What follows belongs to an exercise in optimizing a design on an open flow for small area and a short achievable clock period; a production flow would make more cautious choices.
RTL that was checked went through simulation tests only; none was proved equivalent to the original.
Power and IR drop assume default switching activity.

// worley_field_pipe
module worley_field_pipe #(
  parameter int NUM_PTS    = 4,
  parameter int COORD_W    = 10,
  parameter int H_ACTIVE   = 640,
  parameter int V_ACTIVE   = 480,
  parameter int DIST_SHIFT = 8,
  parameter int OUT_W      = 8
) (
  input  logic               clk,
  input  logic               rst_n,
  input  logic               frame_start,
  input  logic               pix_valid,
  input  logic [COORD_W-1:0] x,
  input  logic [COORD_W-1:0] y,
  output logic               noise_valid,
  output logic [OUT_W-1:0]   noise,
  output logic [2:0]         cell_id,
  output logic               busy
);
Size in the first run: roughly 2,800 cells after synthesis, ~37 I/O pins, roughly 30,000 um2 of cells after synthesis.
make LEC_CHECK=0 CAP_MARGIN=20 CORE_MARGIN=2 CORE_UTILIZATION=60 SETUP_SLACK_MARGIN=4.8 SLEW_MARGIN=20 SYNTH_HIERARCHICAL=1 SYNTH_MINIMUM_KEEP_SIZE=0 finish   # period 8.0 ns
run.sh (not shown) runs the stock make flow with config.mk's settings and CLKGATE_MAP_FILE= SYNTH_SCRIPT=/design/flow/synth_recipe.tcl, a recipe that flattens the netlist after the stock synthesis.
Edit:
- CORE_UTILIZATION: 60 -> 40
- SETUP_SLACK_MARGIN: 4.8 -> unset
What happened: Global-route usage shrinks by 7.5 points. Register-to-register slack got worse by 0.20 ns. Die area grows by well over a third. Synthesized area stays the same. Clock skew grows by 0.0039 ns. Clock power stays flat. Worst setup slack got worse by 0.45 ns. Power grows slightly. Maximum frequency shrinks by roughly a tenth. Worst hold slack improved by 0.0060 ns. Final cell count grows by a little under a tenth.
No run of this note included a check of the RTL's function; only the layout flow was run.

---

worley_field_pipe, a different RTL version from the one above (not shown whole).
For scale: roughly 28000 sq um of cells after synthesis.
// worley_field_pipe
module worley_field_pipe #(
  parameter int NUM_PTS    = 4,
  parameter int COORD_W    = 10,
  parameter int H_ACTIVE   = 640,
  parameter int V_ACTIVE   = 480,
  parameter int DIST_SHIFT = 8,
  parameter int OUT_W      = 8
) (
  input  logic               clk,
  input  logic               rst_n,
  input  logic               frame_start,
  input  logic               pix_valid,
  input  logic [COORD_W-1:0] x,
  input  logic [COORD_W-1:0] y,
  output logic               noise_valid,
  output logic [OUT_W-1:0]   noise,
  output logic [2:0]         cell_id,
  output logic               busy
);
Settings: LEC_CHECK=0, CAP_MARGIN=20, CORE_MARGIN=2, CORE_UTILIZATION=50, CTS_CLUSTER_DIAMETER=100, CTS_CLUSTER_SIZE=30, SETUP_SLACK_MARGIN=5.0, SLEW_MARGIN=20, SYNTH_HIERARCHICAL=1, SYNTH_MINIMUM_KEEP_SIZE=0, TNS_END_PERCENT=10; clock period 8.0 ns.
==> next run, changes <==
Settings changed: CORE_UTILIZATION 50 to 65, CTS_CLUSTER_DIAMETER 100 to default, CTS_CLUSTER_SIZE 30 to default, TNS_END_PERCENT 10 to default.
Result:
- total power climbs by roughly a tenth
- critical path depth climbs by 6
- core utilization grows by 19 points
- die area fell by about a fifth
- fmax rises by a few percent
- setup slack is better by 77 ps
- area after synthesis stays the same
- clock skew is about the same

---

Starting RTL as in the previous note.
==> flow/config.mk <==
export PLATFORM = sky130hd
export DESIGN_NAME = worley_field_pipe
export DESIGN_NICKNAME = worley_field_pipe
export VERILOG_FILES = /design/flow/design.v
export SDC_FILE = /design/flow/constraint.sdc
export NUM_CORES = 4
export LEC_CHECK = 0
export CAP_MARGIN = 20
export CORE_MARGIN = 2
export CORE_UTILIZATION = 50
export CTS_CLUSTER_DIAMETER = 100
export CTS_CLUSTER_SIZE = 30
export PLACE_DENSITY = 0.75
export SETUP_SLACK_MARGIN = 5.0
export SLEW_MARGIN = 20
export SYNTH_HIERARCHICAL = 1
export SYNTH_MINIMUM_KEEP_SIZE = 0
==> flow/constraint.sdc <==
create_clock -name core_clock -period 8.0 [get_ports {clk}]
set_input_delay 1.6000 -clock core_clock [delete_from_list [all_inputs] [get_ports {clk}]]
set_output_delay 1.6000 -clock core_clock [all_outputs]
set_load 0.01 [all_outputs]
The first run went through all stages and came out clean.
Rerun with:
--- a/flow/config.mk
+++ b/flow/config.mk
@@ -13 +12,0 @@
-export PLACE_DENSITY = 0.75
Power hardly moves.
Sequential share of layout area shrinks by 0.22 points.
Via count shrinks slightly.
Global-route usage grows by 0.75 points.
Cell count grows slightly.
Rerun with:
--- a/flow/config.mk
+++ b/flow/config.mk
@@ -10 +10 @@
-export CORE_UTILIZATION = 50
+export CORE_UTILIZATION = 45
What happened:
- area after synthesis stays the same
- sequential cell count is unchanged
- final area is higher by about 1.4%
- power is higher by about 4%
- combinational power is higher by 4.2%
- count of clock-buffer cells in the layout is higher by 1
- hold slack gets worse by 0.0047 ns
- synthesized cell count does not change
- setup slack gets worse by 0.037 ns
Rerun with:
--- a/flow/config.mk
+++ b/flow/config.mk
@@ -10,3 +10 @@
-export CORE_UTILIZATION = 45
-export CTS_CLUSTER_DIAMETER = 100
-export CTS_CLUSTER_SIZE = 30
+export CORE_UTILIZATION = 50
Result: Non-clock buffer count drops by 66; area after synthesis stays the same; utilization climbs by 6.0 points; sequential share of layout area drops by 0.20 points.

-- static timing again, ports no longer ideal --
Ports are ideal in the flow. The routed layouts listed here were re-timed in OpenROAD. Step 1 sets driving cells, clkbuf_16 on the clock port and buf_2 on the other inputs (assumed; they add their load-dependent delay and slew). Step 2 times the ports against the registers' clock, not the clock port: input delays grow and output delays shrink by t, the midpoint of the rising clock arrivals with the driver on. a / b / c = ideal ports / drivers / drivers and shift; a / b = the first two.
run	shift t [ns]	setup slack, ns	worst data-port slew with drivers (ns)	cell pins on the clock port's net
the first run of note 1	0.647	4.845 / 4.845 / 4.488	0.04	1
the second run of note 1	0.667	4.396 / 4.333 / 4.366	0.04	1
the first run of note 2	0.621	4.943 / 4.881 / 4.831	0.04	1
the second run of note 2	0.620	5.020 / 5.020 / 4.832	0.04	1
the first run of note 3	0.608	4.987 / 4.987 / 4.848	0.04	1
the second run of note 3	0.623	5.015 / 5.015 / 4.860	0.04	1
the third run of note 3	0.623	4.978 / 4.978 / 4.833	0.04	1
the fourth run of note 3	0.623	5.030 / 5.030 / 4.857	0.04	1
After both steps every run listed still meets setup and hold. The setup slack of the first run of note 1, which loses most, moves by 0.000 ns with the drivers and by -0.357 ns with both steps.
